This is an optimization exercise on Yosys and OpenROAD, whose aim is small area, a short achievable clock period and few clock cycles, not a production implementation. In this exercise RTL edits were held to simulation tests only and were not proved equivalent to the original. No activity file was given, so power comes from the tool's default toggle rates.

## flow/design.v (module list and top-level ports; edited modules follow where they fit)
// module fir_fa: 11 lines
// module fir_ha: 10 lines
// module fir_filter_streaming: 6548 lines
module fir_filter_streaming
#(
   parameter int TAPS = 8
)
(
   input  logic                clock,
   input  logic                reset,
   input  logic                req_valid,
   output logic                req_stall,
   input  logic signed [15:0]  req_sample,
   output logic                rsp_valid,
   input  logic                rsp_stall,
   output logic signed [34:0]  rsp_filtered,
   input  logic                csr_write_en,
   input  logic [7:0]          csr_index,
   input  logic signed [15:0]  csr_wdata
);
  // ...
==> flow/flow/run.sh <==
#!/bin/bash
# The standard layout (the standard.sh, synthesis included, unchanged),
# except that buffer_ports is told to buffer each input and output port with a
# sky130_fd_sc_hd__buf_4 instead of the slow delay buffer it picks by default.
# Every port still gets its own buffer.
set -o pipefail
echo 'export BUFFER_PORTS_ARGS = -buffer_cell sky130_fd_sc_hd__buf_4' >> config.mk
export BUFFER_PORTS_ARGS="-buffer_cell sky130_fd_sc_hd__buf_4"
bash standard.sh > standard.log 2>&1
status=$?
cp config.mk config_used.mk
exit $status
==> flow/standard.sh <==
#!/bin/bash
# synth_recipe.tcl (not shown) runs the flow's synth.tcl, then flattens the netlist and writes it again
# the make line also repeats each setting of config.mk as NAME=value (left out here)
make -C /OpenROAD-flow-scripts/flow DESIGN_CONFIG=/design/flow/config.mk WORK_HOME=/design/flow/orfs CLKGATE_MAP_FILE= SYNTH_SCRIPT=/design/flow/synth_recipe.tcl "${@:-finish}"
==> flow/config.mk <==
export PLATFORM = sky130hd
export DESIGN_NAME = fir_filter_streaming
export DESIGN_NICKNAME = fir_filter_streaming
export VERILOG_FILES = /design/flow/design.v
export SDC_FILE = /design/flow/constraint.sdc
export NUM_CORES = 4
export LEC_CHECK = 0
export ABC_AREA = 1
export CAP_MARGIN = 20
export CORE_MARGIN = 2
export CORE_UTILIZATION = 50
export SETUP_SLACK_MARGIN = 4.5
export SLEW_MARGIN = 20
export SYNTH_HIERARCHICAL = 1
export SYNTH_MINIMUM_KEEP_SIZE = 0
export BUFFER_PORTS_ARGS = -buffer_cell sky130_fd_sc_hd__buf_4
==> flow/constraint.sdc <==
create_clock -name core_clock -period 8.0 [get_ports {clock}]
set_input_delay 1.6000 -clock core_clock [delete_from_list [all_inputs] [get_ports {clock}]]
set_output_delay 1.6000 -clock core_clock [all_outputs]
set_load 0.01 [all_outputs]
==> run notes, run 1 <==
# Taps=roughly 1700; r2r startpoint=w4_q[16]; CTS Sinks=around 750; Setup CP Type=reg2reg; Signal buffers=~460; met2 routed WL=roughly 130000 um; Post-CTS Setup Bufs=260; status=timing/DRC/antenna clean; count leader, synth=fa_1; CP startpoint kind=flop; Crit path max-delay family=adder cells; slowest stage cell, crit path=o21ai_1; cell repeated most along the worst path=fa_1; post-synthesis xor/xnor area fraction=14.7%; met2 GRT Util=63.7%; most common cell after layout, fill and taps aside=xor2_1; worst-case reg-to-reg path depth=6; final WL=between 300000 and 400000 um; worst hold path class=reg2reg; Hold Crit Depth=0; met3 wire length=between 50000 and 60000 um; final worst-path cycle share=between 40% and 50%; Slew HR=around 15%; Final Max Tran Viols=0; Synth top cells by count=fa_1, xor2_1, o22ai_1, edfxtp_1, o21ai_0; largest family of logic cells by synthesized area=adder cells; area share of the largest cell type after synthesis=approximately 34%; CTS Root Cell=clkbuf_16
Testbench counts, summed over its fixed seeds: cycles 16,024.
==> run 2, diff against run 1 <==
--- a/flow/config.mk
+++ b/flow/config.mk
@@ -8,7 +8,7 @@
 export ABC_AREA = 1
 export CAP_MARGIN = 20
 export CORE_MARGIN = 2
-export CORE_UTILIZATION = 50
+export CORE_UTILIZATION = 55
 export SETUP_SLACK_MARGIN = 4.5
 export SLEW_MARGIN = 20
 export SYNTH_HIERARCHICAL = 1
==> run 2 against run 1 <==
Global-route usage up 2.8 points. Highest routed layer unchanged. Clock power down 3%. Combinational power is essentially flat. Sequential power is essentially flat. Clock-buffer cell count grew 6. Power shrank 0.96%. Via count increased by 0.81%. Worst setup slack improved by 38 ps. Sequential cell count stayed put. Worst hold slack gained 9.0 ps. Utilization grew 5.4 points.
==> run notes, run 2 <==
ANT nets after route=0 (unchanged); Mapped Area=65700 um^2 (unchanged); GRT overflow=0 (unchanged); Core Area=118000 um^2 (was 130000 um^2); worst hold path class=reg2reg (unchanged); first-pass GRT wire length=412000 um (was 429000 um); Slew HR=7.13% (was 14.7%); worst-case reg-to-reg path depth=9 (was 6); Area growth syn-to-layout=14.6% (was 15.3%); post-layout min period=3570 ps (was 3610 ps); CP required=8460 ps (about the same); # hold bufs at CTS=0 (unchanged); largest net degree at the start of global routing=134 (was 153); CP Launch Point=w7_q[11] (was w4_q[16]); count leader, synth=fa_1 (unchanged); Final Hold Viols=0 (unchanged); number of flops mapped to enable cells by yosys=446 (unchanged); pwr/cell area=160 nW/um^2 (was 161 nW/um^2); number of fill cells=9337 (was 10900); Fmax=280 MHz (was 277 MHz); area leader, netlist=fa_1 (unchanged); RSZ-0062 raised after global routing=yes (unchanged); max FFs per register=335 (unchanged); worst-path maximum fanout=5 (was 3); top flop regs=p1_q: 335 flops, p2_q: 76 flops, rsp_filtered: 35 flops (unchanged); CTS H-Tree Depth=3 (unchanged); area share of the largest cell type after synthesis=33.9% (unchanged); Unique masters post-synth=32 (unchanged); CTS Sinks=753 (unchanged); cell area after layout=75200 um^2 (was 75700 um^2); Final Max Tran Viols=0 (unchanged); vias per cell=7.07 (was 6.84); Post-Place Setup Slack=3730 ps (was 3090 ps); Post-Syn Area per Cell=11.5 um^2 (unchanged); warnings from Yosys=7 (unchanged); highest-count cells in the layout ignoring fill and taps=xor2_1, fa_1, o22ai_1 (unchanged); Initial Util=55.5% (was 50.5%); status=timing/DRC/antenna clean (unchanged); FF+latch count, synth=753 (unchanged); Synth top cells by count=fa_1, xor2_1, o22ai_1, edfxtp_1, o21ai_0 (unchanged); total track usage=49.5% (was 46.7%); initial antenna violation count=21 (was 23); post-place instance area=66800 um^2 (was 67200 um^2); via count=52500 (was 52100); site row count=126 (was 132); most common cell after layout, fill and taps aside=xor2_1 (unchanged); DP HPWL=226000 um (was 238000 um); DR pass1 iterations=8 (was 6); drt wl/cell=40.9 um (was 41.5 um); CTS tree=built (unchanged); # setup viols final=0 (unchanged); Die W=349 um (was 366 um); max cap viols=0 (unchanged); CP endpoint kind=flop (unchanged); layout cells sized above 1=18.4% (was 18.5%); Total Die Area=122000 um^2 (was 134000 um^2); Largest Register=p1_q (unchanged); Num CTS Buffers=89 (was 90); clk buf depth=3 (unchanged); share of flip-flops with an asynchronous set or reset=0% (unchanged); routability cong.=1.10 (about the same); chip height=349 um (was 366 um); Final WS setup=4430 ps (was 4390 ps); R2R Setup Slk=4430 ps (was 4390 ps); Setup CP Type=reg2reg (unchanged); Buffers on Ports=81 (unchanged); Fin Setup TNS=0 ps (unchanged); clock-pin slew on the worst setup and hold paths=70 ps (was 60 ps); Nets=7006 (was 6988); clock skew=54.2 ps (was 42.9 ps); final worst-path cycle share=44.7% (was 45.1%); top cells by area, synth=fa_1, edfxtp_1, xor2_1 (unchanged); final WL=303000 um (was 316000 um); sequential share of the synthesized area=29.8% (unchanged); WP data arrival=4040 ps (was 4070 ps); Worst-Skew Late Latency=750 ps (about the same); CTS Root Cell=clkbuf_16 (unchanged); DRC viols=0 (unchanged); synthesized instance count=5687 (unchanged); # IOs=82 (unchanged); ys flop type=edfxtp_1 (unchanged); Worst setup endpoint=p1_q[266] (was p1_q[320]); Slew @ Worst Pin=1380 ps (was 1270 ps); r2r startpoint=w7_q[11] (was w4_q[16]); DR iter-0 viols=8852 (was 7727); Reg-to-Reg End=p1_q[266] (was p1_q[320]); static leakage=36.6 nW (was 36.5 nW); vias in the first global route=51100 (was 51500); CP startpoint kind=flop (unchanged); IR drop worst, VDD=0.314 mV (was 0.177 mV)
[run 2: cell count changes in the layout (fill, tap and decap cells not counted), moves of 9 or more]
cell / previous run / this run
clkinv_4: 69 / 80
o22ai_1: 939 / 954
xor2_1: 1021 / 1037
o22ai_2: 18 / 6
o21ai_2: 2 / 14
buf_4: 350 / 359
clkinv_1: 25 / 16
xor2_4: 13 / 3
clkbuf_1: 15 / 24
[run 2: how the worst min path moves through the flow]
stage | start | end | cells past startpoint
after floorplan | p1_q[0] | p2_q[0] | 0
after global placement | p1_q[1] | p2_q[1] | 0
after detailed placement | p1_q[1] | p2_q[1] | 0
after CTS | p1_q[1] | p2_q[1] | 0
after global routing | p1_q[1] | p2_q[1] | 0
final | p1_q[1] | p2_q[1] | 0
[run 2: Yosys stat by module (local to each module, per instance)]
module                area, um^2  flip-flops and latches  cells  copies in the design
fir_ha                      12.5                       0      1                    11
fir_fa                      20.0                       0      1                  1106
fir_filter_streaming       43400                     753   4570                     1
[run 2: logic make-up after synthesis]
family	count (synthesis)	synth area share, %
buf+inv	797	4.93
compound gates	1605	14.1
simple gates	266	1.65
xor+xnor	1104	14.7
flops	753	29.8
fa+ha+maj	1161	34.8
other cells	1	0.00571
[run 2: final cells by class]
class,instances,area (um^2),share of cell area [%]
multi-input cells,4146,43600,57.9
diodes,10,25.0,0.0333
repair inverters,10,60.1,0.0798
well taps,1536,1920,2.56
repair buffers,475,4920,6.54
flip-flops and latches,753,19700,26.2
inverters,325,2090,2.78
clock inverters,45,500,0.665
clock buffers,121,2450,3.26
[run 2: through the flow]
stage / util (%) / hold WS, ps / std cells / power [mW]
global route: 63.6 / 441 / 7411 / 12.5
floorplan: - / 400 / 5694 / 6.53
finish: 63.6 / 436 / 7421 / 12.1
detailed placement: 56.5 / 420 / 6916 / 7.64
CTS: 62.5 / 426 / 7333 / 11.9
global placement: 56.5 / 405 / 6915 / 7.54
[run 2: what timing repair did]
action	4_1_cts	5_1_grt
pin swaps	9	31
resized for setup	398	210
endpoints found under the setup margin	313	238
buffers inserted	249	66
gates cloned	2	10
[run 2: power breakdown]
part	internal (mW)	leakage [nW]	switching [mW]
clock network	2.39	1.44	1.85
logic	1.12	27.5	1.85
registers	4.63	7.66	0.232
total	8.14	36.6	3.93
[run 2: worst max-delay path: stages (launching register included)]
cell and delay [ps]:
dfxtp_4 410, clkinvlp_4 270, buf_4 250, buf_4 130
o22ai_1 170, xor2_1 130, fa_1 410, fa_2 480
fa_1 610, fa_1 420
[run 2: per-layer routing]
layer | GRT usage, % | up-vias | part of all wire (%)
li1 | - | 19900 | -
met1 | 61.6 | 26600 | 35
met2 | 67.4 | 4876 | 39
met3 | 29.7 | 1152 | 18
met4 | 24.7 | 28 | 7.1
met5 | 1.96 | - | 0.26
==> run 3, diff against run 2 <==
--- a/flow/config.mk
+++ b/flow/config.mk
@@ -8,8 +8,8 @@
 export ABC_AREA = 1
 export CAP_MARGIN = 20
 export CORE_MARGIN = 2
-export CORE_UTILIZATION = 55
-export SETUP_SLACK_MARGIN = 4.5
+export CORE_UTILIZATION = 50
+export SETUP_SLACK_MARGIN = 4.4
 export SLEW_MARGIN = 20
 export SYNTH_HIERARCHICAL = 1
 export SYNTH_MINIMUM_KEEP_SIZE = 0
==> run 3 against run 2 <==
Clock-buffer cell count is 2 lower. Die area up 9.9%. Routed wire length rose by 4.7%. Sequential cell count unchanged. Worst hold slack worse by 13 ps. Critical path type unchanged. Largest power group unchanged.
==> run notes, run 3 <==
cell repeated most along the worst path=fa_1 (unchanged); static leakage=36.4 nW (was 36.6 nW); clock skew=49.4 ps (was 54.2 ps); Crit path max-delay family=adder cells (unchanged); Buffers on Ports=81 (unchanged); worst hold path class=reg2reg (unchanged); FF+latch count, synth=753 (unchanged); initial antenna violation count=12 (was 21); part of the power in combinational logic=24.1% (was 24.6%); area share of the largest cell type after synthesis=33.9% (unchanged); WP data arrival=4140 ps (was 4040 ps); Hold Crit Depth=0 (unchanged); sequential share of the synthesized area=29.8% (unchanged); Mapped Area=65700 um^2 (unchanged); CP Launch Point=hist1_q[15] (was w7_q[11]); slowest stage cell, crit path=dfxtp_2 (was fa_1); CP startpoint kind=flop (unchanged); CTS H-Tree Depth=3 (unchanged); WP buf/inv=0 (was 3); sw frac=32.9% (was 32.6%); Hold Path Sink=p2_q[0] (was p2_q[1]); chip height=366 um (was 349 um); largest net degree at the start of global routing=172 (was 134); Post-Syn Area per Cell=11.5 um^2 (unchanged); Reg-to-Reg End=p1_q[240] (was p1_q[266]); CTS Root Cell=clkbuf_16 (unchanged); max cap viols=0 (unchanged); highest-count cells in the layout ignoring fill and taps=fa_1, xor2_1, o22ai_1 (was xor2_1, fa_1, o22ai_1); synthesized instance count=5687 (unchanged); IR drop worst, VDD=0.167 mV (was 0.314 mV); total track usage=46.9% (was 49.5%); top flop regs=p1_q: 335 flops, p2_q: 76 flops, rsp_filtered: 35 flops (unchanged); post-layout min period=3680 ps (was 3570 ps); post-synthesis xor/xnor area fraction=14.7% (unchanged); Fin Setup TNS=0 ps (unchanged); worst-case reg-to-reg path depth=6 (was 9); WHS=423 ps (was 436 ps); compound-cell area share of the yosys netlist=14.1% (unchanged); number of fill cells=11000 (was 9337); Die W=366 um (was 349 um); status=timing/DRC/antenna clean (unchanged); Num CTS Buffers=92 (was 89); max incr delay on CP=610 ps (about the same); Fmax=272 MHz (was 280 MHz); hold path start=p1_q[0] (was p1_q[1]); vias per cell=6.91 (was 7.07); DRC viols=0 (unchanged); Final Max Tran Viols=0 (unchanged); adder-cell share of the synthesized area=34.8% (unchanged); # setup viols final=0 (unchanged); Clock power frac=36.1% (was 35.1%); Unique masters post-synth=32 (unchanged); area leader, netlist=fa_1 (unchanged); drt wl/cell=41.9 um (was 40.9 um); final worst-path cycle share=45.9% (was 44.7%); top cells by area, synth=fa_1, edfxtp_1, xor2_1 (unchanged); max FFs per register=335 (unchanged); R2R Setup Slk=4320 ps (was 4430 ps); Worst-Skew Late Latency=760 ps (was 750 ps); final WL=318000 um (was 303000 um); ys flop type=edfxtp_1 (unchanged); post-synthesis mux area share=0% (unchanged); routability cong.=1.11 (was 1.10); warnings from Yosys=7 (unchanged); site row count=132 (was 126); CTS tree=built (unchanged); number of flops mapped to enable cells by yosys=446 (unchanged); Slew @ Worst Pin=1290 ps (was 1380 ps); Slew HR=13.5% (was 7.13%); GRT overflow=0 (unchanged); crit-path cells=o21ai_1, xor2_2, fa_1, fa_1, fa_1, fa_1 (was clkinvlp_4, buf_4, buf_4, o22ai_1, xor2_1, fa_1, fa_2, fa_1, fa_1); Pint=8.17 mW (was 8.14 mW); Total Die Area=134000 um^2 (was 122000 um^2); layout cells sized above 1=16.5% (was 18.4%); ANT nets after route=0 (unchanged); vias in the first global route=51200 (was 51100); most common cell after layout, fill and taps aside=fa_1 (was xor2_1); Core Area=130000 um^2 (was 118000 um^2); CP required=8460 ps (about the same); worst-path maximum fanout=10 (was 5); count leader, synth=fa_1 (unchanged); simple-gate area share of the yosys netlist=1.65% (unchanged); clock-pin slew on the worst setup and hold paths=70 ps (about the same); RSZ-0062 raised after global routing=yes (unchanged); r2r startpoint=hist1_q[15] (was w7_q[11]); share of flip-flops with an asynchronous set or reset=0% (unchanged); clk buf depth=3 (unchanged); DP HPWL=238000 um (was 226000 um); CTS Sinks=753 (unchanged); largest family of logic cells by synthesized area=adder cells (unchanged); Setup CP Type=reg2reg (unchanged); DR pass1 iterations=9 (was 8); # hold bufs at CTS=0 (unchanged); # IOs=82 (unchanged); DR iter-0 viols=8621 (was 8852); Final Hold Viols=0 (unchanged); pwr/cell area=163 nW/um^2 (was 160 nW/um^2); CP endpoint kind=flop (unchanged); Nets=6960 (was 7006); Largest Register=p1_q (unchanged); first-pass GRT wire length=429000 um (was 412000 um); Synth top cells by count=fa_1, xor2_1, o22ai_1, edfxtp_1, o21ai_0 (unchanged); Area growth syn-to-layout=13.8% (was 14.6%); NetSw=4.01 mW (was 3.93 mW); via count=52400 (was 52500); Initial Util=50.5% (was 55.5%); register share of total power=39.8% (was 40.2%)
-- run 3: cell type report --
cell class / instances / area [um^2] / share of cell area, %
Timing Repair Buffer: 433 / 4400 / 5.90
Clock inverter: 54 / 608 / 0.814
Inverter: 325 / 1880 / 2.52
Multi-Input combinational cell: 4147 / 43500 / 58.2
Tap cell: 1742 / 2180 / 2.92
Sequential cell: 753 / 19600 / 26.3
Timing Repair inverter: 2 / 13.8 / 0.0184
Clock buffer: 119 / 2500 / 3.35
Antenna cell: 4 / 10.0 / 0.0134
-- run 3: through the flow --
step                total power [mW]  setup WS, ps  cells  instance area (um^2)  utilization [%]
floorplan                       6.53          2720   5694                 65800                -
global placement                7.63          3360   7138                 67200             51.7
detailed placement              7.71          3360   7139                 67200             51.7
CTS                             12.1          4340   7518                 73500             56.6
global route                    12.6          4380   7575                 74700             57.4
finish                          12.2          4320   7579                 74700             57.5
-- run 3: worst max path at each step --
stage	end	slack, ps	cells after the start
final	p1_q[240]	4320	6
after global routing	p1_q[253]	4380	8
after CTS	p1_q[207]	4340	7
after detailed placement	hist4_q[1]	3360	6
after global placement	hist4_q[1]	3360	6
after floorplan	req_stall	2720	2
-- run 3: power groups by stage --
stage	combinational [mW]	clock (mW)	sequential [mW]
CTS	2.84	4.41	4.85
floorplan	1.65	0	4.89
global placement	2.72	0	4.91
global route	3.20	4.56	4.89
detailed placement	2.80	0	4.91
finish	2.94	4.39	4.85
-- run 3: Yosys stat by module, one instance, submodules excluded --
module | copies in the design | area [um^2] | flip-flops and latches
fir_filter_streaming | 1 | 43400 | 753
fir_fa | 1106 | 20.0 | 0
fir_ha | 11 | 12.5 | 0
-- run 3: cell families after synthesis --
logic type / count (synthesis)
xor+xnor: 1104
compound gates: 1605
flops: 753
buf+inv: 797
fa+ha+maj: 1161
simple gates: 266
other cells: 1
-- run 3: timing repair --
action | 4_1_cts | 5_1_grt
pin swaps | 2 | 24
gates resized for setup | 289 | 157
cloned | 3 | 2
setup endpoints to repair | 383 | 210
setup buffers | 203 | 54
-- run 3: per-layer routing --
layer  wire length [um]  share of wire (%)  vias to the layer above  track usage (%)
li1                   -                  -                    19800                -
met5                455               0.14                        -            0.926
met2             126000                 40                     4815             64.1
met1             113000                 36                    26600             59.3
met4              23800                7.5                       22             26.5
met3              54400                 17                     1196             24.3
-- run 3: worst reg2reg max path, stage by stage (launching register included) --
cell	delay (ps)
dfxtp_2	610
o21ai_1	270
xor2_2	560
fa_1	530
fa_1	500
fa_1	490
fa_1	460
==> run 4, diff against run 3 <==
==> flow/run.sh (new file) <==
#!/bin/bash
# synth_recipe.tcl (not shown) runs the flow's synth.tcl, then flattens the netlist and writes it again
# the make line also repeats each setting of config.mk as NAME=value (left out here)
make -C /OpenROAD-flow-scripts/flow DESIGN_CONFIG=/design/flow/config.mk WORK_HOME=/design/flow/orfs CLKGATE_MAP_FILE= SYNTH_SCRIPT=/design/flow/synth_recipe.tcl finish
--- a/flow/config.mk
+++ b/flow/config.mk
@@ -9,8 +9,7 @@
 export CAP_MARGIN = 20
 export CORE_MARGIN = 2
 export CORE_UTILIZATION = 50
-export SETUP_SLACK_MARGIN = 4.4
+export SETUP_SLACK_MARGIN = 4.5
 export SLEW_MARGIN = 20
 export SYNTH_HIERARCHICAL = 1
 export SYNTH_MINIMUM_KEEP_SIZE = 0
-export BUFFER_PORTS_ARGS = -buffer_cell sky130_fd_sc_hd__buf_4
removed: flow/flow/run.sh
removed: flow/standard.sh
==> run 4 against run 3 <==
Critical path depth is 1 lower. Largest cell class unchanged. Largest power group unchanged. Routed wire length is 0.38% lower. Clock skew is 6.6 ps higher. Global-route usage is 0.26 points lower. Clock-buffer cell count is 5 lower. Die area stayed put. Still clean on timing, DRC and antenna. Register-to-register slack worse by 90 ps. Combinational power is 3% higher. Clock power is 2% higher. Utilization is 1.7 points higher. Synthesized cell count stayed put.
==> run notes, run 4 <==
status=timing/DRC/antenna clean (unchanged); DRC viols=0 (unchanged); Final Max Tran Viols=0 (unchanged); max cap viols=0 (unchanged); NetSw=3.98 mW (was 4.01 mW); Crit path depth=5 (was 6); # setup viols final=0 (unchanged); post-layout min period=3770 ps (was 3680 ps); FF+latch count, synth=753 (unchanged); CTS Root Cell=clkbuf_16 (unchanged); CTS H-Tree Depth=3 (unchanged); # IOs=82 (unchanged); Worst setup endpoint=p1_q[251] (was p1_q[240]); layout cells sized above 1=18.6% (was 16.5%); slowest stage cell, crit path=xor2_1 (was dfxtp_2); top flop regs=p1_q: 335 flops, p2_q: 76 flops, rsp_filtered: 35 flops (unchanged); cell repeated most along the worst path=fa_1 (unchanged); R2R Setup Slk=4230 ps (was 4320 ps); Unique masters post-synth=32 (unchanged); r2r startpoint=w7_q[6] (was hist1_q[15]); warnings from Yosys=7 (unchanged); top cells by area, synth=fa_1, edfxtp_1, xor2_1 (unchanged); final worst-path cycle share=47.1% (was 45.9%); clock skew=56.0 ps (was 49.4 ps); clock-pin slew on the worst setup and hold paths=60 ps (was 70 ps); highest-count cells in the layout ignoring fill and taps=xor2_1, fa_1, o22ai_1 (was fa_1, xor2_1, o22ai_1); worst-path maximum fanout=19 (was 10); sequential share of the synthesized area=29.8% (unchanged); Buffers on Ports=81 (unchanged); pwr/cell area=161 nW/um^2 (was 163 nW/um^2); total track usage=46.6% (was 46.9%); largest net degree at the start of global routing=161 (was 172); Storage cell area=19700 um^2 (was 19600 um^2); routability cong.=1.09 (was 1.11); Initial Util=50.5% (unchanged); ANT nets after route=0 (unchanged); synthesized instance count=5687 (unchanged); first-pass GRT wire length=428000 um (was 429000 um); Mapped Area=65700 um^2 (unchanged); Core Area=130000 um^2 (unchanged); WP buf/inv=1 (was 0); max FFs per register=335 (unchanged); area share of the largest cell type after synthesis=33.9% (unchanged); post-place instance area=67400 um^2 (was 67200 um^2); worst hold path class=reg2reg (unchanged); vias in the first global route=51400 (was 51200); drt wl/cell=41.2 um (was 41.9 um); Crit path max-delay family=adder cells (unchanged); Multi-input gate area=43800 um^2 (was 43500 um^2); Reg-to-Reg End=p1_q[251] (was p1_q[240]); initial antenna violation count=27 (was 12); Largest Register=p1_q (unchanged); sw frac=32.2% (was 32.9%); Final Hold Viols=0 (unchanged); DR iter-0 viols=8535 (was 8621); CTS tree=built (unchanged); crit-path cells=buf_4, xor2_1, fa_1, fa_1, fa_1 (was o21ai_1, xor2_2, fa_1, fa_1, fa_1, fa_1); part of the power in combinational logic=24.6% (was 24.1%); GRT overflow=0 (unchanged); final std cells w/o fill=7686 (was 7579); Fmax=265 MHz (was 272 MHz); Fin Setup TNS=0 ps (unchanged); final WL=317000 um (was 318000 um); Synth top cells by count=fa_1, xor2_1, o22ai_1, edfxtp_1, o21ai_0 (unchanged); Setup CP Type=reg2reg (unchanged); Hold Crit Depth=0 (unchanged); Nets=7063 (was 6960); Slew @ Worst Pin=1340 ps (was 1290 ps); Post-Syn Area per Cell=11.5 um^2 (unchanged); via count=52400 (about the same); register share of total power=39.3% (was 39.8%); share of flip-flops with an asynchronous set or reset=0% (unchanged); CP startpoint kind=flop (unchanged); Total Die Area=134000 um^2 (unchanged); ys flop type=edfxtp_1 (unchanged); Pint=8.37 mW (was 8.17 mW); Die W=366 um (unchanged); Slew HR=10.7% (was 13.5%); chip height=366 um (unchanged); site row count=132 (unchanged); placed instance count=7132 (was 7139); max incr delay on CP=970 ps (was 610 ps); static leakage=37.0 nW (was 36.4 nW); IR drop worst, VDD=0.160 mV (was 0.167 mV); most common cell after layout, fill and taps aside=xor2_1 (was fa_1); Worst-Skew Late Latency=760 ps (about the same); number of flops mapped to enable cells by yosys=446 (unchanged); Layout Utilization=59.2% (was 57.5%); Clock power frac=36.1% (about the same); DP HPWL=239000 um (was 238000 um); CP required=8420 ps (was 8460 ps); Area growth syn-to-layout=17.1% (was 13.8%); WP data arrival=4180 ps (was 4140 ps); CP Launch Point=w7_q[6] (was hist1_q[15]); DR pass1 iterations=8 (was 9); worst-case reg-to-reg path depth=5 (was 6); clk buf depth=3 (unchanged); cell area after layout=76900 um^2 (was 74700 um^2); count leader, synth=fa_1 (unchanged); number of fill cells=10700 (was 11000); area leader, netlist=fa_1 (unchanged); RSZ-0062 raised after global routing=yes (unchanged); CP endpoint kind=flop (unchanged); vias per cell=6.82 (was 6.91); CTS Sinks=753 (unchanged); Num CTS Buffers=89 (was 92)
-- run 4: cell counts after synthesis --
No cell type changed its count.
-- run 4: worst min-delay path by stage --
stage	startpoint	to	slack, ps
2_1_floorplan	p1_q[0]	p2_q[0]	400
3_3_place_gp	p1_q[1]	p2_q[1]	400
3_5_place_dp	p1_q[0]	p2_q[0]	410
4_1_cts	p1_q[0]	p2_q[0]	420
5_1_grt	p1_q[0]	p2_q[0]	440
6_report	p1_q[0]	p2_q[0]	430
-- run 4: power groups by stage --
stage	clock network, mW	logic, mW	registers (mW)
floorplan	0	1.65	4.89
finish	4.46	3.04	4.86
CTS	4.46	2.93	4.86
detailed placement	0	2.80	4.92
global route	4.62	3.31	4.90
global placement	0	2.72	4.90
-- run 4: area by class of cell --
class / instances / share of cell area [%]
Multi-Input combinational cell: 4146 / 56.9
Sequential cell: 753 / 25.6
Timing Repair Buffer: 535 / 7.66
Clock buffer: 114 / 3.15
Tap cell: 1742 / 2.83
Inverter: 325 / 2.80
Clock inverter: 52 / 0.932
Timing Repair inverter: 7 / 0.0537
Antenna cell: 12 / 0.0391
-- run 4: what timing repair did --
action | 4_1_cts | 5_1_grt
cloned | 7 | 4
pin swaps | 9 | 37
endpoints found under the setup margin | 682 | 204
resized for setup | 449 | 217
setup buffers | 302 | 63
hold buffers | 0 | 0
-- run 4: per-stage QoR --
stage	hold WS, ps	setup WS [ps]	power (mW)
finish	426	4230	12.3
CTS	422	4290	12.2
global placement	401	2810	7.62
detailed placement	406	2790	7.71
global route	443	4390	12.8
floorplan	400	2720	6.53
-- run 4: cell families after synthesis --
logic type / synth area share [%]
flops: 29.8
buf+inv: 4.93
other cells: 0.00571
simple gates: 1.65
fa+ha+maj: 34.8
compound gates: 14.1
xor+xnor: 14.7
-- run 4: metal layers --
| layer | global-route usage, % | vias up | share of wire, % |
|---|---|---|---|
| li1 | - | 20000 | - |
| met1 | 58.5 | 26800 | 36 |
| met2 | 64.7 | 4608 | 40 |
| met3 | 26.4 | 999 | 17 |
| met4 | 21.5 | 32 | 6.5 |
| met5 | 2.53 | - | 0.26 |
-- run 4: modules after synthesis, one instance, submodules excluded --
module	times used	flip-flops and latches	cell area, um^2
fir_filter_streaming	1	753	43400
fir_fa	1106	0	20.0
fir_ha	11	0	12.5

-- what the ideal ports hide --
In the flow no input, the clock included, has a driving cell. The finished layouts below were timed again as built, in two steps. Step 1 assumes that a clkbuf_16 drives the clock port and a buf_2 every other input. Step 2 also shifts input and output timing later by t, the mid clock arrival at the registers, as if the neighbouring blocks saw the same clock. a / b / c = ideal ports / drivers / drivers and shift; a / b = the first two.
run | t (ns) | setup WS [ns] | hold WS [ns] | clock arrival spread, ns | worst slew at a driven data input, ns
run 1 | 0.802 | 4.390 / 4.390 / 3.645 | 0.427 / 0.427 / 0.427 | 0.048 / 0.048 | 0.09
run 2 | 0.805 | 4.427 / 4.424 / 3.742 | 0.436 / 0.436 / 0.436 | 0.055 / 0.054 | 0.08
run 3 | 0.816 | 4.324 / 4.324 / 3.647 | 0.423 / 0.423 / 0.423 | 0.049 / 0.050 | 0.08
run 4 | 0.820 | 4.233 / 4.233 / 3.725 | 0.426 / 0.426 / 0.426 | 0.057 / 0.057 | 0.09
After both steps setup and hold are still met in every run listed. For run 1, which loses most, drivers alone change the setup slack by 0.000 ns; drivers and shift together by -0.745 ns.
